What follows belongs to an exercise in optimizing a design on an open flow for small area and a short achievable clock period; a production flow would make more cautious choices.
Where RTL was checked, it was by simulation tests only, not by an equivalence proof against the original.
The RTL of runs 8 and 9 was laid out without a check of its function.
Power and IR drop assume default switching activity.

==> flow/standard.sh <==
#!/bin/bash
# synth_recipe.tcl (not shown) runs the flow's synth.tcl, then flattens the netlist and writes it again
# the make line also repeats each setting of config.mk as NAME=value (left out here)
make -C /OpenROAD-flow-scripts/flow DESIGN_CONFIG=/design/flow/config.mk WORK_HOME=/design/flow/orfs CLKGATE_MAP_FILE= SYNTH_SCRIPT=/design/flow/synth_recipe.tcl "${@:-finish}"
==> flow/design.v <==
package dq_pkg;
  localparam int FUNC_W = 3;
  localparam logic [FUNC_W-1:0] FUNC_PUSH_FRONT = 3'd0;
  localparam logic [FUNC_W-1:0] FUNC_PUSH_BACK  = 3'd1;
  localparam logic [FUNC_W-1:0] FUNC_POP_FRONT  = 3'd2;
  localparam logic [FUNC_W-1:0] FUNC_POP_BACK   = 3'd3;
  localparam logic [FUNC_W-1:0] FUNC_PEEK_FRONT = 3'd4;
  localparam logic [FUNC_W-1:0] FUNC_PEEK_BACK  = 3'd5;
  localparam logic [FUNC_W-1:0] FUNC_CLEAR      = 3'd6;
endpackage
module dq_cell #(
  parameter int DATA_WIDTH = 32
) (
  input  logic                  clk,
  input  logic                  we,
  input  logic [DATA_WIDTH-1:0] push_word,
  output logic [DATA_WIDTH-1:0] data
);
  always_ff @(posedge clk) begin
    if (we) begin
      data <= push_word;
    end
  end
endmodule
module double_ended_queue #(
  parameter int DEPTH      = 16,
  parameter int DATA_WIDTH = 32
) (
  input  logic clk,
  input  logic rst,
  input  logic s_tvalid,
  output logic s_tready,
  input  logic [((DATA_WIDTH+7)/8)*8-1:0] s_tdata,
  input  logic [dq_pkg::FUNC_W-1:0] s_tuser,
  output logic m_tvalid,
  input  logic m_tready,
  output logic [((DATA_WIDTH+3+$clog2(DEPTH+1)+7)/8)*8-1:0] m_tdata
);
  localparam int CNT_W     = $clog2(DEPTH + 1);
  localparam int RES_W     = DATA_WIDTH + 3 + CNT_W;
  localparam int M_TDATA_W = ((RES_W + 7) / 8) * 8;
  logic [dq_pkg::FUNC_W-1:0] func;
  logic                      accept;
  logic [CNT_W-1:0] count;
  logic [CNT_W-1:0] count_next;
  logic             empty;
  logic             full;
  logic [DEPTH-1:0] before_front;
  logic [DEPTH-1:0] after_back;
  logic [DEPTH-1:0] we;
  logic [DEPTH-1:0] rsel;
  logic             ok_q;
  logic [DATA_WIDTH-1:0] peek_q;
  logic             is_peek;
  logic [DATA_WIDTH-1:0] end_word;
  logic [DATA_WIDTH-1:0] mem [DEPTH];
  logic [DATA_WIDTH-1:0] peek_word;
  assign func     = s_tuser;
  assign s_tready = !m_tvalid || m_tready;
  assign accept   = s_tvalid && s_tready;
  assign full = count[CNT_W-1];
  assign is_peek = (func[dq_pkg::FUNC_W-1:1] == dq_pkg::FUNC_PEEK_FRONT[dq_pkg::FUNC_W-1:1]) && !empty;
  for (genvar i = 0; i < DEPTH; i++) begin : g_word
    assign we[i]   = !full && (before_front[i] || after_back[i]);
    assign rsel[i] = func[0] ? after_back[(i + 1) % DEPTH]
                             : before_front[(i + DEPTH - 1) % DEPTH];
    dq_cell #(
      .DATA_WIDTH(DATA_WIDTH)
    ) u_cell (
      .clk      (clk),
      .we       (we[i]),
      .push_word(s_tdata[DATA_WIDTH-1:0]),
      .data     (mem[i])
    );
  end
  always_comb begin
    end_word = '0;
    for (int i = 0; i < DEPTH; i++) begin
      end_word = end_word | (mem[i] & {DATA_WIDTH{rsel[i]}});
    end
  end
  assign peek_word = end_word & {DATA_WIDTH{is_peek}};
  always_comb begin
    count_next = count;
    case (func)
      dq_pkg::FUNC_PUSH_FRONT,
      dq_pkg::FUNC_PUSH_BACK:  if (!full) count_next = count + 1'b1;
      dq_pkg::FUNC_POP_FRONT,
      dq_pkg::FUNC_POP_BACK:   if (!empty) count_next = count - 1'b1;
      dq_pkg::FUNC_CLEAR:      count_next = '0;
      default: ;
    endcase
  end
  function automatic logic [DEPTH-1:0] ring_up(input logic [DEPTH-1:0] r);
    ring_up = {r[DEPTH-2:0], r[DEPTH-1]};
  endfunction
  function automatic logic [DEPTH-1:0] ring_down(input logic [DEPTH-1:0] r);
    ring_down = {r[0], r[DEPTH-1:1]};
  endfunction
  always_ff @(posedge clk) begin
    if (rst) begin
      count        <= '0;
      empty        <= 1'b1;
      before_front <= DEPTH'(1) << (DEPTH - 1);
      after_back   <= DEPTH'(1);
      m_tvalid     <= 1'b0;
    end else begin
      if (accept) begin
        count <= count_next;
        empty <= (count_next == '0);
        case (func)
          dq_pkg::FUNC_PUSH_FRONT: if (!full) before_front <= ring_down(before_front);
          dq_pkg::FUNC_PUSH_BACK:  if (!full) after_back <= ring_up(after_back);
          dq_pkg::FUNC_POP_FRONT:  if (!empty) before_front <= ring_up(before_front);
          dq_pkg::FUNC_POP_BACK:   if (!empty) after_back <= ring_down(after_back);
          dq_pkg::FUNC_CLEAR:      after_back <= ring_up(before_front);
          default: ;
        endcase
      end
      if (accept) begin
        m_tvalid <= 1'b1;
      end else if (m_tready) begin
        m_tvalid <= 1'b0;
      end
    end
  end
  always_ff @(posedge clk) begin
    if (s_tready) begin
      case (func)
        dq_pkg::FUNC_PUSH_FRONT,
        dq_pkg::FUNC_PUSH_BACK:  ok_q <= !full;
        dq_pkg::FUNC_POP_FRONT,
        dq_pkg::FUNC_POP_BACK,
        dq_pkg::FUNC_PEEK_FRONT,
        dq_pkg::FUNC_PEEK_BACK,
        dq_pkg::FUNC_CLEAR:      ok_q <= !empty;
        default:                 ok_q <= 1'b0;
      endcase
      peek_q <= peek_word;
    end
  end
  assign m_tdata = M_TDATA_W'({count, full, empty, peek_q, ok_q});
endmodule
==> flow/flow/run.sh <==
#!/bin/bash
cp standard.sh standard_sh.txt
export BUFFER_PORTS_ARGS="-buffer_cell sky130_fd_sc_hd__buf_2"
bash standard.sh > standard.log 2>&1
==> flow/constraint.sdc <==
create_clock -name core_clock -period 4.5 [get_ports {clk}]
set_input_delay 0.9000 -clock core_clock [delete_from_list [all_inputs] [get_ports {clk}]]
set_output_delay 0.9000 -clock core_clock [all_outputs]
set_load 0.01 [all_outputs]
==> flow/config.mk <==
export PLATFORM = sky130hd
export DESIGN_NAME = double_ended_queue
export DESIGN_NICKNAME = double_ended_queue
export VERILOG_FILES = /design/flow/design.v
export SDC_FILE = /design/flow/constraint.sdc
export NUM_CORES = 4
export LEC_CHECK = 0
export CAP_MARGIN = 0
export CORE_MARGIN = 2
export CORE_UTILIZATION = 30
export CTS_BUF_LIST = sky130_fd_sc_hd__clkbuf_8
export CTS_CLUSTER_DIAMETER = 45
export CTS_CLUSTER_SIZE = 16
export SETUP_SLACK_MARGIN = 2.3
export SLEW_MARGIN = 0
==> flow_summary.yaml, run 1 <==
floorplanning:
  initial_core_util_pct: 30.4
  coreArea_um2: 71900
  ios: 81
  num_rows: 98
  dieHeight_um: 274
  die_w_um: 274
  die-area_um2: 75000
timing:
  worst_pin_slew_ns: 1.06
  timing.setup.tns_ns: 0
  hold_viol: 0
  slew_headroom_pct: 29.2
  setup_slack_ns: 2.19
  slew_viol_final: 0
  finalClockSkew_ns: 0.0575
  layout_min_cycle_time_ns: 2.31
  rsz0062_at_grt: "yes"
  final-setup-viol-count: 0
  max_freq_mhz: 432
  finalCritPeriodShare_pct: 51.4
logic_synthesis:
  synth.top_cell.area_share_pct: 74.9
  synth.area.top_cells: "edfxtp_1, dfxtp_1, a22oi_1"
  synthCells: 1236
  ys_ff_latch: 584
  synth_area_leader_cell: "edfxtp_1"
  ys_types: 51
  synth.yosys.seq_area_share_pct: 78.4
  synth-edff-count: 545
  synth_common_cells: "edfxtp_1, a22oi_1, nor2_1"
  synth_nets: 1277
  syn_area_per_cell_um2: 17.7
  syn_area_um2: 21900
  synth_warnings: 3
  async_reset_ff_share_pct: 0
  yosysMostFrequentCell: "edfxtp_1"
  synth_ff_type: "edfxtp_1"
layout:
  nNetsFinal: 1405
  seqCellArea_um2: 17200
  syn_to_final_growth_pct: 17.3
  multi_input_area_um2: 4930
  fill_cells: 6758
  drive_gt1_share_pct: 24.9
  post-route-util_pct: 35.7
clocking:
  cts_max_level: 2
  clk_pin_slew_ns: 0.09
  postCtsHoldBufs: 0
  insertion_delay_ns: 0.71
  cts_tree: "built"
  cts_root_buf: "clkbuf_8"
  cts_buffers: 58
  clock_sinks: 584
  cts_buffer_depth: 3
setup_path:
  reg2reg_to: "g_word[8].u_cell.data[30]$_DFFE_PP_"
  cp-start-kind: "flip-flop"
  crit_end: "g_word[8].u_cell.data[30]$_DFFE_PP_"
  crit_path_start: "before_front[8]$_SDFFE_PP0P_"
  worst-r2r-cell-count: 3
  rrSetupSlack_ns: 2.19
  r2r-start: "before_front[8]$_SDFFE_PP0P_"
  critical_path_class: "reg2reg"
  arrival_ns: 2.65
  crit_path_end_kind: "flip-flop"
  critPathRequiredTime_ns: 4.84
  crit_path_max_fanout: 17
global_routing:
  grt_pass1_wl_um: 87700
  grt_pass1_vias: 12500
  grt_max_degree: 40
  grt.total_usage_pct: 16.2
  grt-ovfl-total: 0
  antenna_found_initial: 4
route:
  drcViolationCount: 0
  num_vias: 12900
  routed_wl_um: 65200
  drt_iter0_markers: 1739
  first_pass_iters: 5
  ant_nets: 0
  wl_per_cell_um: 27.6
  vias_per_cell: 5.46
placement:
  hpwl_um: 30300
  place.gp.congestion: 0.751
  pre_cts_ws_ns: 1.07
  portBuffers: 80
run_status:
  status: "timing/DRC/antenna clean"
power_and_ir_drop:
  p_seq_share_pct: 57.3
  p_sw_share_pct: 25.3
  power_density_nw_per_um2: 431
  p_int_mw: 8.25
  ir_drop_mv: 0.227
  p_switching_mw: 2.80
  pwr-share-comb_pct: 8.4
  p_leak_nw: 8.21
  clkPwrFrac_pct: 34.3
run:
  drv_cap: 0
min_path:
  min_path_type: "in2reg"
## worst max-delay path, stage by stage (launching register included)
cell     delay (ns)
dfxtp_1        0.65
nor2_1         0.16
nor2_4         0.66
buf_4          0.47
## metal layers
layer	global-route usage [%]	up-vias	part of all wire [%]
li1	-	5416	-
met1	22.8	6714	42
met2	25.3	663	45
met3	3.87	114	11
met4	3.79	6	2.0
met5	0	-	0.057
## what timing repair did
action                     4_1_cts  5_1_grt
setup endpoints to repair      243      100
pin swaps                        9        7
buffers inserted                 7       28
gates resized for setup         19       12
cloned                           3        7
## final cells by class
type | instances | area share (%)
inverter | 5 | 0.0732
tap | 950 | 4.63
timing repair buffer | 137 | 3.86
multi-input combinational | 578 | 19.2
clock buffer | 58 | 3.11
sequential | 584 | 66.9
antenna | 4 | 0.0390
clock inverter | 47 | 2.12
## cells by family after synthesis
family	Yosys count	share of synthesized area (%)
DFF	584	78.4
AOI/OAI and AO/OA	354	12.9
and+or+nand+nor	164	3.81
buffers and inverters	84	2.20
muxes	48	2.50
adders and majority gates	2	0.114
## placed cells by master (no fill, tap or decap), types with 9 or more instances in the layout
| cell type | count |
|---|---|
| mux2i_1 | 31 |
| buf_4 | 48 |
| buf_2 | 76 |
| a221oi_1 | 35 |
| a31oi_1 | 26 |
| clkbuf_8 | 58 |
| nor2_4 | 17 |
| and3_1 | 26 |
| a211oi_1 | 17 |
| nor2_1 | 68 |
| mux2_4 | 14 |
| nand4_1 | 13 |
| a22oi_2 | 12 |
| a221oi_2 | 45 |
| o22ai_1 | 16 |
| a22o_1 | 78 |
| buf_12 | 10 |
| a22oi_1 | 88 |
| a2bb2oi_1 | 15 |
| edfxtp_1 | 545 |
| inv_6 | 9 |
| dfxtp_1 | 32 |
## metrics by stage
step	std cells	total power [mW]	hold WS (ns)	instance area [um2]
final	2363	11.1	0.492	25600
after global placement	2209	7.27	0.535	23600
after detailed placement	2209	7.30	0.553	23600
after floorplan	1236	6.93	0.522	22400
after CTS	2324	11.1	0.441	25200
after global routing	2359	11.4	0.487	25600
## state kept, by name (all words and copies together) (netlist names)
signal              flops
g_word.u_cell.data    512
peek_q                 32
after_back             16
before_front           16
count                   5
empty                   1
m_tvalid                1
ok_q                    1
## how the worst min path moves through the flow
| stage | cells after the start | from | to |
|---|---|---|---|
| floorplan | 2 | before_front[14]$_SDFFE_PP0P_ | before_front[14]$_SDFFE_PP0P_ |
| global placement | 2 | count[3]$_SDFFE_PP0P_ | count[3]$_SDFFE_PP0P_ |
| detailed placement | 2 | count[3]$_SDFFE_PP0P_ | count[3]$_SDFFE_PP0P_ |
| CTS | 3 | s_tvalid | m_tvalid$_SDFFE_PP0P_ |
| global route | 3 | s_tvalid | m_tvalid$_SDFFE_PP0P_ |
| finish | 3 | s_tvalid | m_tvalid$_SDFFE_PP0P_ |
## power groups by stage
stage	Sequential [mW]	Clock [mW]	Combinational, mW
2_1_floorplan	6.44	0	0.483
5_1_grt	6.36	4.04	0.989
6_report	6.34	3.79	0.932
4_1_cts	6.33	3.85	0.876
3_5_place_dp	6.47	0	0.832
3_3_place_gp	6.46	0	0.816
==> inputs of run 2 (changes only) <==
--- a/flow/config.mk
+++ b/flow/config.mk
@@ -13,3 +13,4 @@
 export CTS_CLUSTER_SIZE = 16
-export SETUP_SLACK_MARGIN = 2.3
+export GPL_ROUTABILITY_DRIVEN = 0
+export SETUP_SLACK_MARGIN = 2.27
 export SLEW_MARGIN = 0
==> flow_summary.yaml, run 2 <==
clocking:
  insertion_delay_ns: 0.71
  cts_max_level: 2
  clk_pin_slew_ns: 0.09
  cts_tree: "built"
  cts_buffers: 53
  cts_root_buf: "clkbuf_8"
  cts_buffer_depth: 3
  clock_sinks: 584
timing:
  max_freq_mhz: 445
  finalClockSkew_ns: 0.0510
  slew_viol_final: 0
  hold_viol: 0
  worst_pin_slew_ns: 1.31
  layout_min_cycle_time_ns: 2.25
  whs_ns: 0.470
  rsz0062_at_grt: "yes"
  final-setup-viol-count: 0
  finalCritPeriodShare_pct: 49.9
  slew_headroom_pct: 12.7
  setup_slack_ns: 2.25
  timing.setup.tns_ns: 0
route:
  drt_iter0_markers: 1391
  vias_per_cell: 5.40
  ant_nets: 0
  first_pass_iters: 5
  num_vias: 12500
  routed_wl_um: 61900
  wl_per_cell_um: 26.8
  drcViolationCount: 0
placement:
  pre_cts_ws_ns: 1.11
  portBuffers: 80
  dp_cells: 2207
  hpwl_um: 30200
logic_synthesis:
  synth.area.top_cells: "edfxtp_1, dfxtp_1, a22oi_1"
  yosysMostFrequentCell: "edfxtp_1"
  async_reset_ff_share_pct: 0
  ys_ff_latch: 584
  synth_ff_type: "edfxtp_1"
  synth_area_leader_cell: "edfxtp_1"
  synth_warnings: 3
  synth.top_cell.area_share_pct: 74.9
  synthCells: 1236
  syn_area_um2: 21900
  synth-edff-count: 545
  synth_common_cells: "edfxtp_1, a22oi_1, nor2_1"
  synth_nets: 1277
  synth.yosys.seq_area_share_pct: 78.4
  ys_types: 51
  syn_area_per_cell_um2: 17.7
global_routing:
  grt-ovfl-total: 0
  grt.total_usage_pct: 16.0
  grt_max_degree: 40
  grt_pass1_vias: 12400
  antenna_found_initial: 8
  grt_pass1_wl_um: 87200
power_and_ir_drop:
  p_leak_nw: 7.87
  power.total_mw: 10.6
  power_density_nw_per_um2: 425
  ir_drop_mv: 0.238
setup_path:
  arrival_ns: 1.35
  crit_path_max_fanout: 2
  cp-start-kind: "primary input"
  crit_chain: "buf_2 > nand2b_4 > buf_6"
  slowest_delay_ns: 0.19
  crit_path_end_kind: "primary output"
  critical_path_class: "in2out"
  critPathRequiredTime_ns: 3.60
  cpMaxStageDelayCell: "nand2b_4"
floorplanning:
  die_w_um: 274
  coreArea_um2: 71900
  num_rows: 98
  dieHeight_um: 274
  die-area_um2: 75000
  initial_core_util_pct: 30.4
  ios: 81
layout:
  syn_to_final_growth_pct: 14.2
  nNetsFinal: 1363
  largest_reg_flops: 512
  finalNonFillerCells: 2314
  top_regs: "g_word.u_cell.data x512, peek_q x32"
  drive_gt1_share_pct: 21.7
  multi_input_area_um2: 4770
  seqCellArea_um2: 17200
  fill_cells: 6830
  final_cell_mix: "edfxtp_1, a22oi_1, a22o_1"
  top_register: "g_word.u_cell.data"
  final_common_cell: "edfxtp_1"
run:
  drv_cap: 0
run_status:
  status: "timing/DRC/antenna clean"
min_path:
  min_path_type: "in2reg"
[run 2: metal layers]
metal / GRT usage [%] / routed length (um) / vias to the layer above
met5: 0 / 42 / -
met4: 3.75 / 1320 / 8
met3: 3.35 / 5290 / 106
met2: 25.8 / 29300 / 563
met1: 22.1 / 26000 / 6504
li1: - / - / 5316
[run 2: through the flow]
step	util, %	instance area (um2)
detailed placement	32.8	23600
global placement	32.8	23600
finish	34.7	25000
global route	34.7	25000
CTS	34.6	24900
floorplan	-	22300
[run 2: worst max-delay path, delay by kind of cell]
kind	cells	cell delay [ns]
buffers and inverters	2	0.25
AND/OR/NAND/NOR	1	0.19
[run 2: worst paths after layout]
kind                                startpoint                             endpoint  slack (ns)  cells past startpoint
hold reg to reg          count[3]$_SDFFE_PP0P_                count[3]$_SDFFE_PP0P_        0.51                      2
hold / removal                        s_tvalid                m_tvalid$_SDFFE_PP0P_        0.47                      3
setup reg to reg  before_front[7]$_SDFFE_PP0P_  g_word[7].u_cell.data[26]$_DFFE_PP_        2.31                      3
setup / recovery                      m_tready                             s_tready        2.25                      3
[run 2: repair_timing]
item / in CTS / in global routing
hold buffers: 0 / 0
gates resized for setup: 17 / 5
endpoints found under the setup margin: 180 / 56
pin swaps: 2 / 5
cloned: 1 / 3
setup buffers: 3 / 3
[run 2: cell families (layout without fill, tap and decap cells)]
group	after synthesis	in the layout	share of synthesized area (%)
AND/OR/NAND/NOR	164	168	3.81
flip-flops	584	584	78.4
other	0	3	0
buffers and inverters	84	205	2.20
adder cells (fa/ha/maj)	2	2	0.114
multiplexers	48	48	2.50
AO/OA/AOI/OAI	354	354	12.9
[run 2: cell type report]
cell class / count / share of cell area, %
diodes: 3 / 0.0301
clock buffers: 53 / 2.92
well taps: 950 / 4.76
repair buffers: 106 / 2.67
inverters: 5 / 0.0752
flip-flops and latches: 584 / 68.7
clock inverters: 41 / 1.69
multi-input cells: 572 / 19.1
[run 2: power breakdown]
part | leakage (nW) | switching, mW | internal, mW
combinational | 1.86 | 0.604 | 0.264
clock | 0.583 | 1.96 | 1.47
sequential | 5.42 | 0.0985 | 6.23
total | 7.87 | 2.66 | 7.96
==> inputs of run 3 (changes only) <==
--- a/flow/config.mk
+++ b/flow/config.mk
@@ -13,4 +13,4 @@
 export CTS_CLUSTER_SIZE = 16
-export GPL_ROUTABILITY_DRIVEN = 0
 export SETUP_SLACK_MARGIN = 2.27
 export SLEW_MARGIN = 0
+export TNS_END_PERCENT = 50
==> flow_summary.yaml, run 3 <==
logic_synthesis:
  ys_types: 51
  syn_area_um2: 21900
  synth_warnings: 3
  synth.yosys.seq_area_share_pct: 78.4
  synth-edff-count: 545
  synth_ff_type: "edfxtp_1"
  synth.top_cell.area_share_pct: 74.9
  synth.area.top_cells: "edfxtp_1, dfxtp_1, a22oi_1"
  synth_nets: 1277
  yosysMostFrequentCell: "edfxtp_1"
  async_reset_ff_share_pct: 0
  synth_common_cells: "edfxtp_1, a22oi_1, nor2_1"
  synthCells: 1236
  synth_area_leader_cell: "edfxtp_1"
  ys_ff_latch: 584
  syn_area_per_cell_um2: 17.7
route:
  first_pass_iters: 5
  vias_per_cell: 5.48
  wl_per_cell_um: 27.7
  ant_nets: 0
  drt_iter0_markers: 1369
  num_vias: 12700
  routed_wl_um: 64100
  drcViolationCount: 0
layout:
  final_common_cell: "edfxtp_1"
  final_cell_mix: "edfxtp_1, a22oi_1, a221oi_1"
  drive_gt1_share_pct: 17.9
  nNetsFinal: 1369
  syn_to_final_growth_pct: 13.2
  fill_cells: 6814
  top_register: "g_word.u_cell.data"
  largest_reg_flops: 512
  top_regs: "g_word.u_cell.data x512, peek_q x32"
  fin_area_um2: 24700
global_routing:
  grt_pass1_wl_um: 90800
  grt-ovfl-total: 0
  grt.total_usage_pct: 16.8
  grt_pass1_vias: 12500
  antenna_found_initial: 9
  grt_max_degree: 40
floorplanning:
  dieHeight_um: 274
  die-area_um2: 75000
  coreArea_um2: 71900
  num_rows: 98
  ios: 81
  initial_core_util_pct: 30.4
  die_w_um: 274
setup_path:
  critical_path_class: "reg2reg"
  rrSetupSlack_ns: 2.13
  worst-r2r-cell-count: 3
  critPathRequiredTime_ns: 4.86
  crit_path_end_kind: "flip-flop"
  cp-start-kind: "flip-flop"
  r2r-start: "count[4]$_SDFFE_PP0P_"
  arrival_ns: 2.73
  reg2reg_to: "g_word[5].u_cell.data[21]$_DFFE_PP_"
  crit_path_max_fanout: 21
clocking:
  cts_root_buf: "clkbuf_8"
  cts_max_level: 2
  insertion_delay_ns: 0.72
  clock_sinks: 584
  clk_pin_slew_ns: 0.09
  cts_buffers: 50
  cts_tree: "built"
  postCtsHoldBufs: 0
  cts_buffer_depth: 3
placement:
  place.gp.congestion: 0.751
  portBuffers: 80
  hpwl_um: 30500
  dpl-instance-area_um2: 23300
timing:
  finalCritPeriodShare_pct: 52.7
  layout_min_cycle_time_ns: 2.37
  max_freq_mhz: 422
  slew_headroom_pct: 22.1
  final-setup-viol-count: 0
  finalClockSkew_ns: 0.0592
  timing.setup.tns_ns: 0
  hold_viol: 0
  rsz0062_at_grt: "yes"
  worst_pin_slew_ns: 1.17
  slew_viol_final: 0
run_status:
  status: "timing/DRC/antenna clean"
power_and_ir_drop:
  p_leak_nw: 7.83
  power_density_nw_per_um2: 420
  ir_drop_mv: 0.193
min_path:
  hold_path_end: "m_tvalid$_SDFFE_PP0P_"
  min-delay-start: "s_tvalid"
  min_path_type: "in2reg"
  hold_depth: 3
run:
  drv_cap: 0
run 3: changes by cell type in the layout (fill, tap and decap cells not counted), moves of 4 or more:
cell,before,now
mux2_8,5,9
a221oi_1,38,79
nor2_2,4,0
a22oi_2,8,0
clkinv_8,2,6
clkinv_1,7,3
a221oi_2,42,1
a22oi_1,92,100
buf_4,23,29
run 3: logic make-up (layout without fill, tap and decap cells):
family	count (synthesis)	count (layout)	share of synthesized area [%]
AO/OA/AOI/OAI	354	354	12.9
adder cells (fa/ha/maj)	2	2	0.114
buffers and inverters	84	200	2.20
flip-flops	584	584	78.4
multiplexers	48	53	2.50
other	0	3	0
AND/OR/NAND/NOR	164	164	3.81
run 3: worst max-delay path by stage:
stage                                from                             endpoint
floorplan           count[4]$_SDFFE_PP0P_   g_word[3].u_cell.data[0]$_DFFE_PP_
global placement               s_tuser[0]                 peek_q[21]$_DFFE_PN_
detailed placement             s_tuser[0]                  peek_q[9]$_DFFE_PN_
CTS                 count[4]$_SDFFE_PP0P_  g_word[5].u_cell.data[25]$_DFFE_PP_
global route        count[4]$_SDFFE_PP0P_  g_word[5].u_cell.data[25]$_DFFE_PP_
finish              count[4]$_SDFFE_PP0P_  g_word[5].u_cell.data[21]$_DFFE_PP_
run 3: power by group:
group	switching (mW)	internal (mW)	leakage (nW)
registers	0.102	6.23	5.42
logic	0.596	0.258	1.87
clock network	1.86	1.34	0.539
run 3: stage by stage:
stage                     setup WS, ns  std cells  hold slack (ns)  util, %  total power, mW
after detailed placement          1.16       2212            0.564     32.4             7.26
final                             2.13       2310            0.491     34.4             10.4
after global placement            1.17       2212            0.547     32.4             7.24
after floorplan                   1.92       1236            0.522        -             6.87
after CTS                         2.13       2302            0.450     34.3             10.4
after global routing              2.10       2310            0.501     34.4             10.7
run 3: per-layer routing:
layer	GRT usage, %	share of wire, %	up-vias
met5	0	0.087	-
met4	6.71	3.4	10
met3	3.05	7.6	125
met2	28.8	50	615
met1	21.0	39	6586
li1	-	-	5318
run 3: worst max-delay path, stage by stage (launching register included):
cell and delay [ns]:
dfxtp_2 0.40, buf_4 0.30, nor2_4 0.91, buf_4 0.43
run 3: final cells by class:
class / count / area, um2 / area share [%]
Clock inverter: 30 / 334 / 1.35
Multi-Input combinational cell: 573 / 4570 / 18.5
Antenna cell: 3 / 7.51 / 0.0303
Timing Repair Buffer: 114 / 763 / 3.09
Clock buffer: 51 / 702 / 2.84
Inverter: 5 / 18.8 / 0.0759
Tap cell: 950 / 1190 / 4.81
Sequential cell: 584 / 17200 / 69.3
run 3: repair_timing:
item                       CTS  global route
setup endpoints to repair  169           211
gates resized for setup     23             9
pin swaps                    5             7
gates cloned                 6             0
buffers inserted             3             5
==> inputs of run 4 (changes only) <==
--- a/flow/config.mk
+++ b/flow/config.mk
@@ -15,2 +15 @@
 export SLEW_MARGIN = 0
-export TNS_END_PERCENT = 50
==> flow_summary.yaml, run 4 <==
power_and_ir_drop:
  p_leak_nw: 7.87
  power_density_nw_per_um2: 425
  ir_drop_mv: 0.238
  power.total_mw: 10.6
route:
  vias_per_cell: 5.40
  drt_iter0_markers: 1391
  drcViolationCount: 0
  ant_nets: 0
  routed_wl_um: 61900
  first_pass_iters: 5
  num_vias: 12500
  wl_per_cell_um: 26.8
timing:
  rsz0062_at_grt: "yes"
  max_freq_mhz: 445
  timing.setup.tns_ns: 0
  layout_min_cycle_time_ns: 2.25
  finalClockSkew_ns: 0.0510
  whs_ns: 0.470
  finalCritPeriodShare_pct: 49.9
  final-setup-viol-count: 0
  slew_viol_final: 0
  hold_viol: 0
  slew_headroom_pct: 12.7
  worst_pin_slew_ns: 1.31
setup_path:
  slowest_delay_ns: 0.19
  critical_path_class: "in2out"
  critPathRequiredTime_ns: 3.60
  cpMaxStageDelayCell: "nand2b_4"
  crit_path_start: "m_tready"
  reg2reg_to: "g_word[7].u_cell.data[26]$_DFFE_PP_"
  crit_path_max_fanout: 2
  worst-r2r-cell-count: 3
  rrSetupSlack_ns: 2.31
  r2r-start: "before_front[7]$_SDFFE_PP0P_"
  cp-start-kind: "primary input"
  crit_chain: "buf_2 > nand2b_4 > buf_6"
  crit_path_end_kind: "primary output"
  arrival_ns: 1.35
  crit_end: "s_tready"
clocking:
  cts_max_level: 2
  cts_tree: "built"
  insertion_delay_ns: 0.71
  clock_sinks: 584
  cts_buffers: 53
  cts_root_buf: "clkbuf_8"
  postCtsHoldBufs: 0
  clk_pin_slew_ns: 0.09
  cts_buffer_depth: 3
placement:
  hpwl_um: 30200
  place.gp.congestion: 0.742
  portBuffers: 80
floorplanning:
  die-area_um2: 75000
  ios: 81
  die_w_um: 274
  dieHeight_um: 274
  coreArea_um2: 71900
  num_rows: 98
  initial_core_util_pct: 30.4
logic_synthesis:
  synth_ff_type: "edfxtp_1"
  synth_area_leader_cell: "edfxtp_1"
  synth_warnings: 3
  synth.yosys.seq_area_share_pct: 78.4
  syn_area_per_cell_um2: 17.7
  ys_ff_latch: 584
  yosysMostFrequentCell: "edfxtp_1"
  synth_common_cells: "edfxtp_1, a22oi_1, nor2_1"
  synth-edff-count: 545
  synthCells: 1236
  ys_types: 51
  syn_area_um2: 21900
  async_reset_ff_share_pct: 0
  synth.area.top_cells: "edfxtp_1, dfxtp_1, a22oi_1"
  synth.top_cell.area_share_pct: 74.9
  synth_nets: 1277
layout:
  syn_to_final_growth_pct: 14.2
  nNetsFinal: 1363
  final_common_cell: "edfxtp_1"
  top_regs: "g_word.u_cell.data x512, peek_q x32"
  largest_reg_flops: 512
  final_cell_mix: "edfxtp_1, a22oi_1, a22o_1"
  drive_gt1_share_pct: 21.7
  top_register: "g_word.u_cell.data"
global_routing:
  grt.total_usage_pct: 16.0
  grt_max_degree: 40
  grt-ovfl-total: 0
  antenna_found_initial: 8
  grt_pass1_vias: 12400
  grt_pass1_wl_um: 87200
run_status:
  status: "timing/DRC/antenna clean"
run:
  drv_cap: 0
min_path:
  min_path_type: "in2reg"
run 4: changes by cell type in the layout (fill, tap and decap cells not counted), sizes merged:
| cell | change |
|---|---|
| mux2 | -5 |
| inv | +5 |
| bufinv | +1 |
| clkinvlp | +3 |
| clkbuf | +2 |
| clkinv | +2 |
| bufbuf | -1 |
| buf | -7 |
| nor2 | +4 |
run 4: worst max-delay path: cells and delay by family:
| kind | cells | cell delay [ns] |
|---|---|---|
| AND/OR/NAND/NOR | 1 | 0.19 |
| buffers and inverters | 2 | 0.25 |
run 4: cells by family after synthesis:
logic type	after synthesis	share of synthesized area, %
AO/OA/AOI/OAI	354	12.9
adder cells (fa/ha/maj)	2	0.114
buffers and inverters	84	2.20
flip-flops	584	78.4
multiplexers	48	2.50
AND/OR/NAND/NOR	164	3.81
run 4: layer usage:
metal / wire (um) / share of wire [%] / track usage [%] / vias to the layer above
met5: 42 / 0.068 / 0 / -
met4: 1320 / 2.1 / 3.75 / 8
met3: 5290 / 8.5 / 3.35 / 106
met2: 29300 / 47 / 25.8 / 563
met1: 26000 / 42 / 22.1 / 6504
li1: - / - / - / 5316
run 4: final cells by class:
type                            instances  area [um2]
Clock inverter                         41         423
Timing Repair Buffer                  106         666
Sequential cell                       584       17200
Fill cell                            6830       46900
Tap cell                              950        1190
Clock buffer                           53         729
Antenna cell                            3        7.51
Inverter                                5        18.8
Multi-Input combinational cell        572        4770
run 4: worst min path at each step:
stage                                              from                       endpoint  slack (ns)  cells past startpoint
after floorplan           before_front[14]$_SDFFE_PP0P_  before_front[14]$_SDFFE_PP0P_        0.52                      2
after global placement            count[3]$_SDFFE_PP0P_          count[3]$_SDFFE_PP0P_        0.54                      2
after detailed placement          count[3]$_SDFFE_PP0P_          count[3]$_SDFFE_PP0P_        0.55                      2
after CTS                                      s_tvalid          m_tvalid$_SDFFE_PP0P_        0.43                      3
after global routing                           s_tvalid          m_tvalid$_SDFFE_PP0P_        0.46                      3
final                                          s_tvalid          m_tvalid$_SDFFE_PP0P_        0.47                      3
run 4: what timing repair did:
action	in CTS	in global routing
resized for setup	17	5
pin swaps	2	5
buffers inserted	3	3
setup endpoints to repair	180	56
gates cloned	1	3
run 4: metrics by stage:
step	setup slack [ns]	utilization, %	std cells	area, um2
detailed placement	1.11	32.8	2207	23600
CTS	2.18	34.6	2305	24900
finish	2.25	34.7	2314	25000
floorplan	1.92	-	1236	22300
global route	2.20	34.7	2312	25000
global placement	1.12	32.8	2207	23600
run 4: report_power, final:
part | switching (mW) | internal, mW | total, mW
clock network | 1.96 | 1.47 | 3.43
registers | 0.0985 | 6.23 | 6.33
logic | 0.604 | 0.264 | 0.869
==> inputs of run 5 (changes only) <==
--- a/flow/config.mk
+++ b/flow/config.mk
@@ -11,4 +11,4 @@
 export CTS_BUF_LIST = sky130_fd_sc_hd__clkbuf_8
-export CTS_CLUSTER_DIAMETER = 45
-export CTS_CLUSTER_SIZE = 16
+export CTS_CLUSTER_DIAMETER = 50
+export CTS_CLUSTER_SIZE = 18
 export SETUP_SLACK_MARGIN = 2.27
==> flow_summary.yaml, run 5 <==
run_status:
  status: "timing/DRC/antenna clean"
logic_synthesis:
  synth_nets: 1277
  syn_area_per_cell_um2: 17.7
  ys_types: 51
  synth_warnings: 3
  synth-edff-count: 545
  synth.area.top_cells: "edfxtp_1, dfxtp_1, a22oi_1"
  synth_ff_type: "edfxtp_1"
  synth.yosys.seq_area_share_pct: 78.4
  synthCells: 1236
  async_reset_ff_share_pct: 0
  yosysMostFrequentCell: "edfxtp_1"
  synth.top_cell.area_share_pct: 74.9
  syn_area_um2: 21900
  ys_ff_latch: 584
  synth_area_leader_cell: "edfxtp_1"
  synth_common_cells: "edfxtp_1, a22oi_1, nor2_1"
power_and_ir_drop:
  p_leak_nw: 7.80
  power.total_mw: 10.2
  power_density_nw_per_um2: 410
  ir_drop_mv: 0.158
placement:
  hpwl_um: 30200
  dpl-instance-area_um2: 23600
  place.gp.congestion: 0.742
  portBuffers: 80
  dp_cells: 2207
  pre_cts_ws_ns: 1.11
timing:
  timing.setup.tns_ns: 0
  finalCritPeriodShare_pct: 49.7
  whs_ns: 0.513
  rsz0062_at_grt: "yes"
  final-setup-viol-count: 0
  hold_viol: 0
  setup_slack_ns: 2.26
  layout_min_cycle_time_ns: 2.24
  worst_pin_slew_ns: 1.22
  finalClockSkew_ns: 0.0498
  max_freq_mhz: 447
  slew_viol_final: 0
  slew_headroom_pct: 18.7
layout:
  top_register: "g_word.u_cell.data"
  fin_area_um2: 24800
  drive_gt1_share_pct: 21.0
  nNetsFinal: 1361
  final_cell_mix: "edfxtp_1, a22oi_1, a22o_1"
  largest_reg_flops: 512
  final_common_cell: "edfxtp_1"
  fill_cells: 6835
  top_regs: "g_word.u_cell.data x512, peek_q x32"
  post-route-util_pct: 34.4
  finalNonFillerCells: 2297
  syn_to_final_growth_pct: 13.2
setup_path:
  path_depth: 6
  critical_path_class: "in2reg"
  slowest_delay_ns: 0.60
  r2r-start: "before_front[12]$_SDFFE_PP0P_"
  cp-start-kind: "primary input"
  worst-r2r-cell-count: 3
  cpMaxStageDelayCell: "mux2_4"
  reg2reg_to: "g_word[12].u_cell.data[10]$_DFFE_PP_"
  path_buf_inv: 1
  crit_chain: "buf_6 > mux2_4 > a22o_1 > a221oi_1 > and3_1 > a31oi_1"
  path_delay_family: "compound AO/OA/AOI/OAI gates"
  critPathRequiredTime_ns: 4.87
  crit_path_max_fanout: 32
  rrSetupSlack_ns: 2.30
  crit_path_end_kind: "flip-flop"
  arrival_ns: 2.60
floorplanning:
  die-area_um2: 75000
  dieHeight_um: 274
  num_rows: 98
  initial_core_util_pct: 30.4
  coreArea_um2: 71900
  die_w_um: 274
  ios: 81
route:
  first_pass_iters: 5
  vias_per_cell: 5.49
  drt_iter0_markers: 1535
  drcViolationCount: 0
  ant_nets: 0
  num_vias: 12600
  routed_wl_um: 61900
  wl_per_cell_um: 26.9
min_path:
  hold_path_end: "m_tvalid$_SDFFE_PP0P_"
  min_path_type: "in2reg"
  min-delay-start: "s_tvalid"
  hold_depth: 3
clocking:
  cts_tree: "built"
  cts_buffers: 44
  cts_root_buf: "clkbuf_8"
  clk_pin_slew_ns: 0.10
  cts_buffer_depth: 3
  insertion_delay_ns: 0.67
  postCtsHoldBufs: 0
  clock_sinks: 584
  cts_max_level: 2
global_routing:
  grt_pass1_vias: 12400
  grt_max_degree: 40
  grt-ovfl-total: 0
  antenna_found_initial: 7
  grt.total_usage_pct: 16.1
  grt_pass1_wl_um: 87600
run:
  drv_cap: 0
## run 5: what timing repair did
action / in CTS / in global routing
setup buffers: 7 / 6
cloned: 3 / 1
resized for setup: 15 / 5
pin swaps: 6 / 4
setup endpoints to repair: 177 / 73
## run 5: area by class of cell
type | instances | area, um2 | share of cell area [%]
Sequential cell | 584 | 17200 | 69.3
Multi-Input combinational cell | 572 | 4750 | 19.2
Tap cell | 950 | 1190 | 4.80
Antenna cell | 1 | 2.50 | 0.0101
Clock inverter | 26 | 251 | 1.02
Inverter | 5 | 18.8 | 0.0758
Timing Repair Buffer | 113 | 748 | 3.02
Clock buffer | 46 | 633 | 2.56
## run 5: worst max path at each step
stage / slack, ns / from / endpoint
2_1_floorplan: 1.92 / count[4]$_SDFFE_PP0P_ / g_word[2].u_cell.data[0]$_DFFE_PP_
3_3_place_gp: 1.12 / s_tuser[0] / after_back[0]$_SDFFE_PP1P_
3_5_place_dp: 1.11 / s_tuser[0] / after_back[0]$_SDFFE_PP1P_
4_1_cts: 2.21 / peek_q[9]$_DFFE_PN_ / m_tdata[10]
5_1_grt: 2.21 / s_tuser[0] / peek_q[18]$_DFFE_PN_
6_report: 2.26 / s_tuser[0] / peek_q[28]$_DFFE_PN_
## run 5: metal layers
layer	GRT usage, %	part of all wire [%]	wire length [um]
met2	26.2	48	29500
met3	2.69	8.1	5010
met4	4.20	2.1	1280
met5	0	0.078	48
met1	22.4	42	26000
## run 5: worst min-delay path, stage by stage
cell	delay, ns
buf_2	0.13
inv_1	0.06
a21oi_1	0.05
## run 5: power by group
group / internal [mW] / switching, mW
clock: 1.17 / 1.78
combinational: 0.269 / 0.609
sequential: 6.23 / 0.0977
## run 5: cells by family after synthesis
family                     count (synthesis)  synth area share, %
DFF                                      584                 78.4
muxes                                     48                 2.50
and+or+nand+nor                          164                 3.81
buffers and inverters                     84                 2.20
AOI/OAI and AO/OA                        354                 12.9
adders and majority gates                  2                0.114
==> inputs of run 6 (changes only) <==
--- a/flow/config.mk
+++ b/flow/config.mk
@@ -11,5 +11,5 @@
 export CTS_BUF_LIST = sky130_fd_sc_hd__clkbuf_8
-export CTS_CLUSTER_DIAMETER = 50
-export CTS_CLUSTER_SIZE = 18
-export SETUP_SLACK_MARGIN = 2.27
+export CTS_CLUSTER_DIAMETER = 45
+export CTS_CLUSTER_SIZE = 16
+export SETUP_SLACK_MARGIN = 2.25
 export SLEW_MARGIN = 0
==> flow_summary.yaml, run 6 <==
run_status:
  status: "timing/DRC/antenna clean"
floorplanning:
  dieHeight_um: 274
  die-area_um2: 75000
  ios: 81
  initial_core_util_pct: 30.4
  die_w_um: 274
  num_rows: 98
  coreArea_um2: 71900
logic_synthesis:
  synth.area.top_cells: "edfxtp_1, dfxtp_1, a22oi_1"
  synth_common_cells: "edfxtp_1, a22oi_1, nor2_1"
  syn_area_per_cell_um2: 17.7
  synth.top_cell.area_share_pct: 74.9
  async_reset_ff_share_pct: 0
  synth_warnings: 3
  synth-edff-count: 545
  yosysMostFrequentCell: "edfxtp_1"
  synth_ff_type: "edfxtp_1"
  synth.yosys.seq_area_share_pct: 78.4
  synthCells: 1236
  ys_ff_latch: 584
  synth_area_leader_cell: "edfxtp_1"
  synth_nets: 1277
  ys_types: 51
  syn_area_um2: 21900
clocking:
  cts_buffer_depth: 3
  clk_pin_slew_ns: 0.09
  cts_tree: "built"
  cts_root_buf: "clkbuf_8"
  clock_sinks: 584
  postCtsHoldBufs: 0
  cts_max_level: 2
  cts_buffers: 50
  insertion_delay_ns: 0.67
layout:
  final_common_cell: "edfxtp_1"
  syn_to_final_growth_pct: 12.9
  top_regs: "g_word.u_cell.data x512, peek_q x32"
  drive_gt1_share_pct: 19.3
  final_cell_mix: "edfxtp_1, a22oi_1, a22o_1"
  nNetsFinal: 1357
  fill_cells: 6819
  largest_reg_flops: 512
  top_register: "g_word.u_cell.data"
  finalNonFillerCells: 2300
  fin_area_um2: 24700
route:
  routed_wl_um: 59800
  drcViolationCount: 0
  num_vias: 12300
  drt_iter0_markers: 1708
  ant_nets: 0
  first_pass_iters: 7
  wl_per_cell_um: 26.0
  vias_per_cell: 5.37
timing:
  layout_min_cycle_time_ns: 2.34
  slew_headroom_pct: 20.9
  setup_slack_ns: 2.16
  timing.setup.tns_ns: 0
  final-setup-viol-count: 0
  max_freq_mhz: 428
  finalClockSkew_ns: 0.0441
  rsz0062_at_grt: "yes"
  worst_pin_slew_ns: 1.18
  hold_viol: 0
  whs_ns: 0.525
  slew_viol_final: 0
  finalCritPeriodShare_pct: 52.0
power_and_ir_drop:
  ir_drop_mv: 0.204
  power_density_nw_per_um2: 420
  p_leak_nw: 7.80
setup_path:
  crit_path_end_kind: "flip-flop"
  cpMaxStageDelayCell: "nor2_4"
  crit_path_max_fanout: 24
  cp-start-kind: "flip-flop"
  crit_chain: "buf_4 > nor2_4 > buf_4"
  arrival_ns: 2.67
  critPathRequiredTime_ns: 4.84
  slowest_delay_ns: 0.93
  critical_path_class: "reg2reg"
  crit_path_frequent_cell: "buf_4"
run:
  drv_cap: 0
global_routing:
  antenna_found_initial: 9
  grt_pass1_vias: 12200
  grt_pass1_wl_um: 86000
  grt-ovfl-total: 0
  grt.total_usage_pct: 15.8
  grt_max_degree: 40
placement:
  dp_cells: 2208
  pre_cts_ws_ns: 1.05
  hpwl_um: 30100
  portBuffers: 80
  dpl-instance-area_um2: 23500
  place.gp.congestion: 0.744
min_path:
  min_path_type: "in2reg"
[run 6: cell types whose count changed in the layout (fill, tap and decap cells not counted), sizes merged]
cell,before,now
clkinvlp,2,0
clkinv,12,11
inv,14,24
clkbuf,46,52
buf,113,106
bufinv,3,4
nor2,89,85
[run 6: path summary, 6_finish.rpt]
| kind | from | end | slack (ns) | depth (start not counted) |
|---|---|---|---|---|
| hold reg to reg | count[0]$_SDFFE_PP0P_ | count[0]$_SDFFE_PP0P_ | 0.53 | 2 |
| hold / removal | s_tvalid | m_tvalid$_SDFFE_PP0P_ | 0.52 | 3 |
| setup / recovery | count[4]$_SDFFE_PP0P_ | g_word[8].u_cell.data[10]$_DFFE_PP_ | 2.16 | 3 |
| setup reg to reg | count[4]$_SDFFE_PP0P_ | g_word[8].u_cell.data[10]$_DFFE_PP_ | 2.16 | 3 |
[run 6: routing by layer]
metal / GRT usage (%) / share of wire [%]
met5: 0 / 0.11
met4: 4.32 / 2.3
met3: 2.70 / 7.6
met2: 25.0 / 47
met1: 22.3 / 43
[run 6: kinds of logic after synthesis]
logic type,after synthesis,share of synthesized area (%)
flip-flops,584,78.4
AO/OA/AOI/OAI,354,12.9
AND/OR/NAND/NOR,164,3.81
buffers and inverters,84,2.20
multiplexers,48,2.50
adder cells (fa/ha/maj),2,0.114
[run 6: area by class of cell]
cell class	count	area, um2	area share, %
sequential	584	17200	69.5
multi-input combinational	568	4620	18.7
tap	950	1190	4.81
clock buffer	51	702	2.84
timing repair buffer	107	674	2.73
clock inverter	34	327	1.32
inverter	5	18.8	0.0760
antenna	1	2.50	0.0101
[run 6: power breakdown]
| group | switching [mW] | total (mW) | internal (mW) |
|---|---|---|---|
| Sequential | 0.0988 | 6.33 | 6.23 |
| Combinational | 0.577 | 0.833 | 0.256 |
| Clock | 1.86 | 3.20 | 1.34 |
[run 6: repair_timing]
item / 4_1_cts / 5_1_grt
resized for setup: 9 / 8
pin swaps: 3 / 4
endpoints found under the setup margin: 131 / 63
buffers inserted: 4 / 2
[run 6: worst max-delay path, delay by kind of cell (launching register included)]
family	cells	cell delay (ns)
buffers and inverters	2	0.67
DFF	1	0.41
and+or+nand+nor	1	0.93
[run 6: per-stage QoR]
step	power (mW)	utilization (%)
global route	10.7	34.4
floorplan	6.91	-
finish	10.4	34.4
detailed placement	7.27	32.7
CTS	10.4	34.2
global placement	7.25	32.7
==> inputs of run 7 (changes only) <==
--- a/flow/config.mk
+++ b/flow/config.mk
@@ -13,3 +13,3 @@
 export CTS_CLUSTER_SIZE = 16
-export SETUP_SLACK_MARGIN = 2.25
+export SETUP_SLACK_MARGIN = 2.29
 export SLEW_MARGIN = 0
==> flow_summary.yaml, run 7 <==
run:
  drv_cap: 0
route:
  routed_wl_um: 63600
  num_vias: 12700
  drcViolationCount: 0
  wl_per_cell_um: 27.4
  vias_per_cell: 5.47
  first_pass_iters: 7
  drt_iter0_markers: 1479
  ant_nets: 0
setup_path:
  crit_chain: "buf_2"
  crit_path_max_fanout: 1
  critical_path_class: "reg2out"
  path_buf_inv: 1
  slowest_delay_ns: 0.52
  worst-r2r-cell-count: 3
  path_depth: 1
  path_delay_family: "flip-flops"
  cp-start-kind: "flip-flop"
  critPathRequiredTime_ns: 3.60
  crit_path_end_kind: "primary output"
  cpMaxStageDelayCell: "edfxtp_1"
  arrival_ns: 1.39
timing:
  hold_viol: 0
  finalClockSkew_ns: 0.0531
  slew_viol_final: 0
  final-setup-viol-count: 0
  layout_min_cycle_time_ns: 2.29
  timing.setup.tns_ns: 0
  worst_pin_slew_ns: 1.22
  rsz0062_at_grt: "yes"
  max_freq_mhz: 436
  slew_headroom_pct: 18.8
  finalCritPeriodShare_pct: 51.0
  setup_slack_ns: 2.21
logic_synthesis:
  synth.top_cell.area_share_pct: 74.9
  synth_common_cells: "edfxtp_1, a22oi_1, nor2_1"
  synth-edff-count: 545
  synth_ff_type: "edfxtp_1"
  syn_area_per_cell_um2: 17.7
  synth_warnings: 3
  synth.yosys.seq_area_share_pct: 78.4
  yosysMostFrequentCell: "edfxtp_1"
  synth_nets: 1277
  synth_area_leader_cell: "edfxtp_1"
  ys_types: 51
  async_reset_ff_share_pct: 0
  synthCells: 1236
  syn_area_um2: 21900
  synth.area.top_cells: "edfxtp_1, dfxtp_1, a22oi_1"
  ys_ff_latch: 584
clocking:
  postCtsHoldBufs: 0
  cts_buffers: 51
  insertion_delay_ns: 0.69
  cts_tree: "built"
  clock_sinks: 584
  cts_root_buf: "clkbuf_8"
  cts_max_level: 2
  clk_pin_slew_ns: 0.10
  cts_buffer_depth: 3
global_routing:
  grt.total_usage_pct: 16.2
  grt_pass1_vias: 12500
  grt_max_degree: 40
  antenna_found_initial: 8
  grt-ovfl-total: 0
  grt_pass1_wl_um: 88000
floorplanning:
  dieHeight_um: 274
  ios: 81
  initial_core_util_pct: 30.4
  coreArea_um2: 71900
  die_w_um: 274
  num_rows: 98
  die-area_um2: 75000
run_status:
  status: "timing/DRC/antenna clean"
layout:
  nNetsFinal: 1378
  drive_gt1_share_pct: 22.5
  syn_to_final_growth_pct: 14.7
  top_register: "g_word.u_cell.data"
  fill_cells: 6822
  finalNonFillerCells: 2324
  top_regs: "g_word.u_cell.data x512, peek_q x32"
  largest_reg_flops: 512
  fin_area_um2: 25100
  final_common_cell: "edfxtp_1"
  final_cell_mix: "edfxtp_1, a22oi_1, a22o_1"
placement:
  place.gp.congestion: 0.735
  portBuffers: 80
  dp_cells: 2208
  dpl-instance-area_um2: 23600
  pre_cts_ws_ns: 1.05
  hpwl_um: 30200
power_and_ir_drop:
  power_density_nw_per_um2: 418
  ir_drop_mv: 0.223
  p_leak_nw: 7.94
min_path:
  hold_depth: 3
  min_path_type: "in2reg"
[run 7: cell counts after synthesis]
No cell type changed its count.
[run 7: kinds of logic after synthesis]
group / share of synthesized area (%)
muxes: 2.50
DFF: 78.4
buffers and inverters: 2.20
and+or+nand+nor: 3.81
AOI/OAI and AO/OA: 12.9
adders and majority gates: 0.114
[run 7: path summary, 6_finish.rpt]
| check | from | end | slack (ns) |
|---|---|---|---|
| min reg2reg | count[3]$_SDFFE_PP0P_ | count[3]$_SDFFE_PP0P_ | 0.51 |
| max reg2reg | before_front[1]$_SDFFE_PP0P_ | g_word[1].u_cell.data[18]$_DFFE_PP_ | 2.30 |
| max | peek_q[0]$_DFFE_PN_ | m_tdata[1] | 2.21 |
| min | s_tvalid | m_tvalid$_SDFFE_PP0P_ | 0.48 |
[run 7: per-layer routing]
layer  vias to the layer above  share of wire [%]  track usage, %
li1                       5352                  -               -
met2                       670                 46            25.4
met5                         -              0.090               0
met4                        10                2.1            4.05
met3                       102                 11            4.53
met1                      6587                 41            22.3
[run 7: layout make-up]
cell class | instances | area, um2 | area share (%)
sequential | 584 | 17200 | 68.4
tap | 950 | 1190 | 4.74
inverter | 5 | 18.8 | 0.0748
clock buffer | 52 | 716 | 2.85
multi-input combinational | 576 | 4870 | 19.4
clock inverter | 37 | 350 | 1.40
antenna | 1 | 2.50 | 0.00998
timing repair buffer | 119 | 776 | 3.09
[run 7: report_power, final]
part           internal (mW)  switching (mW)  leakage [nW]
sequential              6.23           0.105          5.42
combinational          0.278           0.620          1.97
clock                   1.36            1.88         0.548
[run 7: repair_timing]
item | in CTS | in global routing
buffers inserted | 11 | 7
gates cloned | 4 | 4
gates resized for setup | 14 | 8
endpoints found under the setup margin | 187 | 72
pin swaps | 10 | 4
[run 7: metrics by stage]
stage / hold WS [ns] / power (mW) / utilization [%]
4_1_cts: 0.438 / 10.5 / 34.6
3_3_place_gp: 0.536 / 7.27 / 32.9
3_5_place_dp: 0.548 / 7.29 / 32.9
6_report: 0.485 / 10.5 / 34.9
2_1_floorplan: 0.522 / 6.93 / -
5_1_grt: 0.475 / 10.8 / 34.9
==> inputs of run 8 (changes only) <==
--- a/flow/design.v
+++ b/flow/design.v
@@ -21,2 +21,17 @@
       data <= push_word;
+    end
+  end
+endmodule
+module dq_read #(
+  parameter int DEPTH      = 16,
+  parameter int DATA_WIDTH = 32
+) (
+  input  logic [DEPTH*DATA_WIDTH-1:0] words,
+  input  logic [DEPTH-1:0]            sel,
+  output logic [DATA_WIDTH-1:0]       word
+);
+  always_comb begin
+    word = '0;
+    for (int i = 0; i < DEPTH; i++) begin
+      word = word | (words[i*DATA_WIDTH +: DATA_WIDTH] & {DATA_WIDTH{sel[i]}});
     end
@@ -75,8 +90,14 @@
   end
-  always_comb begin
-    end_word = '0;
-    for (int i = 0; i < DEPTH; i++) begin
-      end_word = end_word | (mem[i] & {DATA_WIDTH{rsel[i]}});
-    end
+  logic [DEPTH*DATA_WIDTH-1:0] mem_flat;
+  for (genvar i = 0; i < DEPTH; i++) begin : g_flat
+    assign mem_flat[i*DATA_WIDTH +: DATA_WIDTH] = mem[i];
   end
+  dq_read #(
+    .DEPTH     (DEPTH),
+    .DATA_WIDTH(DATA_WIDTH)
+  ) u_read (
+    .words(mem_flat),
+    .sel  (rsel),
+    .word (end_word)
+  );
   assign peek_word = end_word & {DATA_WIDTH{is_peek}};
--- a/flow/config.mk
+++ b/flow/config.mk
@@ -13,3 +13,4 @@
 export CTS_CLUSTER_SIZE = 16
-export SETUP_SLACK_MARGIN = 2.29
+export SETUP_SLACK_MARGIN = 2.27
 export SLEW_MARGIN = 0
+export SYNTH_HIERARCHICAL = 1
==> flow_summary.yaml, run 8 <==
floorplanning:
  num_rows: 99
  die_w_um: 275
  dieHeight_um: 275
  initial_core_util_pct: 30.3
  die-area_um2: 75700
  ios: 81
  coreArea_um2: 72800
min_path:
  min_path_type: "reg2reg"
timing:
  max_freq_mhz: 441
  slew_headroom_pct: 13.0
  final-setup-viol-count: 0
  timing.setup.tns_ns: 0
  slew_viol_final: 0
  finalCritPeriodShare_pct: 50.4
  hold_viol: 0
  layout_min_cycle_time_ns: 2.27
  rsz0062_at_grt: "yes"
  finalClockSkew_ns: 0.0283
  setup_slack_ns: 2.23
  worst_pin_slew_ns: 1.30
logic_synthesis:
  synth_nets: 1284
  ys_types: 51
  synth-edff-count: 545
  synth_area_leader_cell: "edfxtp_1"
  ys_ff_latch: 584
  yosysMostFrequentCell: "edfxtp_1"
  synth.top_cell.area_share_pct: 74.2
  synth.yosys.seq_area_share_pct: 77.7
  synth.area.top_cells: "edfxtp_1, a221oi_1, a22o_1"
  async_reset_ff_share_pct: 0
  syn_area_per_cell_um2: 17.8
  synth_common_cells: "edfxtp_1, a221oi_1, a22o_1"
  syn_area_um2: 22100
  synth_ff_type: "edfxtp_1"
  synthCells: 1243
  synth_warnings: 10
setup_path:
  cp-start-kind: "primary input"
  critPathRequiredTime_ns: 3.60
  critical_path_class: "in2out"
  crit_path_max_fanout: 2
  arrival_ns: 1.37
  crit_path_end_kind: "primary output"
power_and_ir_drop:
  p_switching_mw: 2.82
  p_sw_share_pct: 24.7
  p_int_mw: 8.59
  pwr-share-comb_pct: 7.4
  p_seq_share_pct: 55.5
  ir_drop_mv: 0.182
  clkPwrFrac_pct: 37.0
  power_density_nw_per_um2: 435
  p_leak_nw: 8.58
global_routing:
  grt.total_usage_pct: 15.6
  grt_max_degree: 40
  grt_pass1_vias: 12500
  grt_pass1_wl_um: 86000
  grt-ovfl-total: 0
  antenna_found_initial: 2
route:
  first_pass_iters: 5
  drcViolationCount: 0
  routed_wl_um: 59500
  num_vias: 12500
  drt_iter0_markers: 1097
  ant_nets: 0
  wl_per_cell_um: 25.1
  vias_per_cell: 5.25
clocking:
  cts_max_level: 3
  clk_pin_slew_ns: 0.07
  clock_sinks: 584
  insertion_delay_ns: 0.67
  postCtsHoldBufs: 0
  cts_tree: "built"
  cts_buffer_depth: 3
  cts_root_buf: "clkbuf_8"
  cts_buffers: 70
layout:
  finalNonFillerCells: 2372
  final_cell_mix: "edfxtp_1, a22o_1, a221oi_2"
  final_common_cell: "edfxtp_1"
  syn_to_final_growth_pct: 18.9
  diodes: 0
  post-route-util_pct: 36.0
  top_register: "g_word.u_cell.data"
  largest_reg_flops: 512
  drive_gt1_share_pct: 31.1
  top_regs: "g_word.u_cell.data x512, peek_q x32"
  nNetsFinal: 1398
placement:
  place.gp.congestion: 0.727
  dp_cells: 2227
  pre_cts_ws_ns: 0.998
  hpwl_um: 30700
  portBuffers: 80
run:
  drv_cap: 0
run_status:
  status: "timing/DRC/antenna clean"
## run 8: changes by cell type after synthesis, moves of 20 or more
cell / previous run / this run
a221oi_1: 79 / 127
a22o_1: 78 / 126
a22oi_1: 100 / 0
a31oi_1: 26 / 2
and2_1: 2 / 33
and3_1: 26 / 1
buf_2: 37 / 11
nand2_1: 8 / 36
nand4_1: 13 / 33
nor2_1: 84 / 52
## run 8: path summary, 6_finish.rpt
check                                                   start                                    to  slack [ns]  cells past startpoint
worst max-delay path                                 m_tready                              s_tready        2.23                      3
worst min-delay path              after_back[14]$_SDFFE_PP0P_           after_back[14]$_SDFFE_PP0P_        0.51                      2
worst max register to register  before_front[13]$_SDFFE_PP0P_  g_word[13].u_cell.data[12]$_DFFE_PP_        2.31                      2
worst min register to register    after_back[14]$_SDFFE_PP0P_           after_back[14]$_SDFFE_PP0P_        0.51                      2
## run 8: power by group through the flow
stage / logic [mW] / clock network (mW) / registers (mW)
6_report: 0.849 / 4.22 / 6.33
5_1_grt: 0.915 / 4.54 / 6.36
4_1_cts: 0.844 / 4.32 / 6.33
3_5_place_dp: 0.825 / 0 / 6.45
3_3_place_gp: 0.812 / 0 / 6.44
2_1_floorplan: 0.501 / 0 / 6.44
## run 8: what timing repair did
action | CTS | global route
endpoints found under the setup margin | 62 | 43
pin swaps | 0 | 1
cloned | 3 | 1
resized for setup | 27 | 19
buffers inserted | 1 | 12
## run 8: metal layers
metal  global-route usage [%]  vias up  wire length (um)  part of all wire, %
met5                        0        -                13                0.022
met4                     5.28        2              1610                  2.7
met3                     3.58      105              4200                  7.1
met2                     25.6      453             28600                   48
met1                     20.4     6464             25000                   42
li1                         -     5440                 -                    -
## run 8: cells by family after synthesis
kind of cell | Yosys count | share of synthesized area, %
buffers and inverters | 88 | 2.66
xor gates and xnor gates | 2 | 0.0794
and+or+nand+nor | 187 | 4.50
DFF | 584 | 77.7
muxes | 34 | 1.64
adders and majority gates | 2 | 0.113
AOI/OAI and AO/OA | 346 | 13.3
## run 8: critical path, stage by stage
cell and delay, ns:
clkbuf_4 0.17, nand2b_4 0.16, buf_2 0.13
## run 8: cell type report
cell class,count,area (um2)
fillers,6817,46600
clock inverters,52,578
clock buffers,76,1050
well taps,959,1200
multi-input cells,575,5460
flip-flops and latches,584,17200
repair buffers,122,776
inverters,4,15.0
## run 8: metrics by stage
step / hold slack, ns / power (mW) / cell area, um2
global placement: 0.484 / 7.25 / 24200
detailed placement: 0.495 / 7.28 / 24200
CTS: 0.508 / 11.5 / 26000
global route: 0.529 / 11.8 / 26200
finish: 0.508 / 11.4 / 26200
floorplan: 0.467 / 6.94 / 22900
==> inputs of run 9 (changes only) <==
--- a/flow/design.v
+++ b/flow/design.v
@@ -21,17 +21,2 @@
       data <= push_word;
-    end
-  end
-endmodule
-module dq_read #(
-  parameter int DEPTH      = 16,
-  parameter int DATA_WIDTH = 32
-) (
-  input  logic [DEPTH*DATA_WIDTH-1:0] words,
-  input  logic [DEPTH-1:0]            sel,
-  output logic [DATA_WIDTH-1:0]       word
-);
-  always_comb begin
-    word = '0;
-    for (int i = 0; i < DEPTH; i++) begin
-      word = word | (words[i*DATA_WIDTH +: DATA_WIDTH] & {DATA_WIDTH{sel[i]}});
     end
@@ -69,2 +54,7 @@
   logic             is_peek;
+  logic             is_peek_q;
+  logic             pick_back;
+  logic             pick_back_q;
+  logic             is_peek_sel;
+  logic             pick_back_sel;
   logic [DATA_WIDTH-1:0] end_word;
@@ -76,6 +66,9 @@
   assign full = count[CNT_W-1];
-  assign is_peek = (func[dq_pkg::FUNC_W-1:1] == dq_pkg::FUNC_PEEK_FRONT[dq_pkg::FUNC_W-1:1]) && !empty;
+  assign is_peek   = (func[dq_pkg::FUNC_W-1:1] == dq_pkg::FUNC_PEEK_FRONT[dq_pkg::FUNC_W-1:1]) && !empty;
+  assign pick_back = func[0];
+  assign is_peek_sel   = s_tready ? is_peek : is_peek_q;
+  assign pick_back_sel = s_tready ? pick_back : pick_back_q;
   for (genvar i = 0; i < DEPTH; i++) begin : g_word
     assign we[i]   = !full && (before_front[i] || after_back[i]);
-    assign rsel[i] = func[0] ? after_back[(i + 1) % DEPTH]
+    assign rsel[i] = pick_back_sel ? after_back[(i + 1) % DEPTH]
                              : before_front[(i + DEPTH - 1) % DEPTH];
@@ -90,15 +83,9 @@
   end
-  logic [DEPTH*DATA_WIDTH-1:0] mem_flat;
-  for (genvar i = 0; i < DEPTH; i++) begin : g_flat
-    assign mem_flat[i*DATA_WIDTH +: DATA_WIDTH] = mem[i];
+  always_comb begin
+    end_word = '0;
+    for (int i = 0; i < DEPTH; i++) begin
+      end_word = end_word | (mem[i] & {DATA_WIDTH{rsel[i]}});
+    end
   end
-  dq_read #(
-    .DEPTH     (DEPTH),
-    .DATA_WIDTH(DATA_WIDTH)
-  ) u_read (
-    .words(mem_flat),
-    .sel  (rsel),
-    .word (end_word)
-  );
-  assign peek_word = end_word & {DATA_WIDTH{is_peek}};
+  assign peek_word = end_word & {DATA_WIDTH{is_peek_sel}};
   always_comb begin
@@ -159,4 +146,8 @@
       endcase
-      peek_q <= peek_word;
+      is_peek_q   <= is_peek;
+      pick_back_q <= pick_back;
     end
+  end
+  always_ff @(posedge clk) begin
+    peek_q <= peek_word;
   end
--- a/flow/config.mk
+++ b/flow/config.mk
@@ -15,2 +15 @@
 export SLEW_MARGIN = 0
-export SYNTH_HIERARCHICAL = 1
==> flow_summary.yaml, run 9 <==
route:
  wl_per_cell_um: 26.1
  first_pass_iters: 16
  vias_per_cell: 5.39
  ant_nets: 0
  routed_wl_um: 67000
  drcViolationCount: 0
  drt_iter0_markers: 1643
  num_vias: 13900
layout:
  top_regs: "g_word.u_cell.data x512, peek_q x32"
  final_common_cell: "edfxtp_1"
  syn_to_final_growth_pct: 19.6
  largest_reg_flops: 512
  drive_gt1_share_pct: 27.1
  final_cell_mix: "edfxtp_1, a22oi_1, nor2_1"
  nNetsFinal: 1604
  fin_area_um2: 26500
  post-route-util_pct: 36.3
  top_register: "g_word.u_cell.data"
floorplanning:
  coreArea_um2: 73100
  die_w_um: 276
  die-area_um2: 76100
  num_rows: 99
  ios: 81
  initial_core_util_pct: 30.3
  dieHeight_um: 276
timing:
  finalCritPeriodShare_pct: 54.2
  setup_slack_ns: 2.06
  hold_viol: 0
  finalClockSkew_ns: 0.0456
  whs_ns: 0.524
  worst_pin_slew_ns: 1.05
  layout_min_cycle_time_ns: 2.44
  max_freq_mhz: 410
  slew_viol_final: 0
  timing.setup.tns_ns: 0
  slew_headroom_pct: 29.8
  final-setup-viol-count: 0
  rsz0062_at_grt: "yes"
logic_synthesis:
  async_reset_ff_share_pct: 0
  ys_types: 55
  synth_ff_type: "edfxtp_1"
  synth.yosys.seq_area_share_pct: 76.1
  synthCells: 1393
  yosysMostFrequentCell: "edfxtp_1"
  synth.top_cell.area_share_pct: 69.5
  ys_ff_latch: 586
  syn_area_per_cell_um2: 15.9
  synth_warnings: 3
  synth.area.top_cells: "edfxtp_1, dfxtp_1, a22oi_1"
  synth_nets: 1434
  synth_common_cells: "edfxtp_1, a22oi_1, nor2_1"
  syn_area_um2: 22200
  synth-edff-count: 513
  synth_area_leader_cell: "edfxtp_1"
setup_path:
  slowest_delay_ns: 0.42
  crit_path_end_kind: "flip-flop"
  crit_path_start: "m_tvalid$_SDFFE_PP0P_"
  cp-start-kind: "flip-flop"
  cpMaxStageDelayCell: "mux2_8"
  path_buf_inv: 4
  crit_chain: "nor2b_4 > buf_12 > buf_12 > mux2i_4 > buf_6 > mux2_8 > buf_12 > a22o_1 > a221oi_2 > a41oi_2"
  reg2reg_to: "peek_q[13]$_DFF_P_"
  crit_end: "peek_q[13]$_DFF_P_"
  path_delay_family: "multiplexers"
  arrival_ns: 3.02
  critPathRequiredTime_ns: 5.08
  r2r-start: "m_tvalid$_SDFFE_PP0P_"
  crit_path_max_fanout: 8
  critical_path_class: "reg2reg"
  rrSetupSlack_ns: 2.06
  crit_path_frequent_cell: "buf_12"
  worst-r2r-cell-count: 10
  path_depth: 10
placement:
  pre_cts_ws_ns: 1.00
  hpwl_um: 35700
  portBuffers: 80
  dpl-instance-area_um2: 24000
  place.gp.congestion: 0.785
clocking:
  cts_buffers: 57
  clock_sinks: 586
  postCtsHoldBufs: 0
  cts_root_buf: "clkbuf_8"
  clk_pin_slew_ns: 0.10
  insertion_delay_ns: 0.70
  cts_buffer_depth: 3
  cts_max_level: 2
  cts_tree: "built"
global_routing:
  grt-ovfl-total: 0
  grt_max_degree: 40
  grt.total_usage_pct: 17.4
  antenna_found_initial: 5
  grt_pass1_vias: 13500
  grt_pass1_wl_um: 95200
power_and_ir_drop:
  power_density_nw_per_um2: 387
  p_leak_nw: 8.43
  ir_drop_mv: 0.237
min_path:
  min_path_type: "in2reg"
run_status:
  status: "timing/DRC/antenna clean"
run:
  drv_cap: 0
run 9: cell types whose count changed in the layout (fill, tap and decap cells not counted), sizes merged, moves of 18 or more:
cell / delta
buf: +66
and2: -32
mux2i: +18
a41oi: +28
dfxtp: +34
a221oi: -101
o21ai: +45
a21oi: +48
edfxtp: -32
a22o: -80
a22oi: +151
nor2: +50
nand2b: +22
run 9: what timing repair did:
item | in CTS | in global routing
endpoints found under the setup margin | 126 | 135
buffers inserted | 39 | 10
gates resized for setup | 103 | 32
pin swaps | 25 | 23
gates cloned | 11 | 1
run 9: kinds of logic (layout without fill, tap and decap cells):
family	after synthesis	after routing	synth area share [%]
muxes	38	44	1.81
adders and majority gates	2	2	0.113
DFF	586	586	76.1
AOI/OAI and AO/OA	425	425	14.0
and+or+nand+nor	245	248	5.54
buffers and inverters	97	303	2.45
other	0	3	0
run 9: worst min-delay path: cells and delay by family:
kind          cells  cell delay [ns]
simple gates      2             0.14
buf+inv           1             0.13
run 9: how the worst min path moves through the flow:
stage / startpoint / end / slack (ns) / cells past startpoint
2_1_floorplan: g_word[11].u_cell.data[13]$_DFFE_PP_ / peek_q[13]$_DFF_P_ / 0.52 / 2
3_3_place_gp: g_word[0].u_cell.data[24]$_DFFE_PP_ / peek_q[24]$_DFF_P_ / 0.54 / 2
3_5_place_dp: g_word[0].u_cell.data[24]$_DFFE_PP_ / peek_q[24]$_DFF_P_ / 0.56 / 2
4_1_cts: s_tvalid / m_tvalid$_SDFFE_PP0P_ / 0.48 / 3
5_1_grt: s_tvalid / m_tvalid$_SDFFE_PP0P_ / 0.50 / 3
6_report: s_tvalid / m_tvalid$_SDFFE_PP0P_ / 0.52 / 3
run 9: final cells by class:
type,count,area (um2)
fill,6798,46600
sequential,586,16900
multi-input combinational,719,5580
timing repair buffer,189,1530
tap,959,1200
clock buffer,62,853
clock inverter,42,403
inverter,9,42.5
antenna,3,7.51
timing repair inverter,1,6.26
run 9: metrics by stage:
step,total power [mW],cells
6_report,10.3,2570
3_5_place_dp,6.78,2402
3_3_place_gp,6.76,2402
2_1_floorplan,6.53,1393
4_1_cts,10.3,2556
5_1_grt,10.6,2568
run 9: per-layer routing:
metal,up-vias,global-route usage (%),wire [um]
met5,-,0,51
met4,8,5.52,1910
met3,105,2.91,5560
met2,629,29.1,32400
met1,7167,23.0,27100
li1,5943,-,-
run 9: where the power goes:
| group | internal, mW | switching (mW) |
|---|---|---|
| Sequential | 6.06 | 0.0655 |
| Clock | 1.50 | 2.02 |
| Combinational | 0.211 | 0.417 |

Setup slack of run 9, layout unchanged: 2.062 ns with ideal ports, 2.062 ns with driving cells assumed (clock clkbuf_16, inputs buf_2), 1.361 ns with port delays also shifted by the 0.738 ns mid clock arrival.
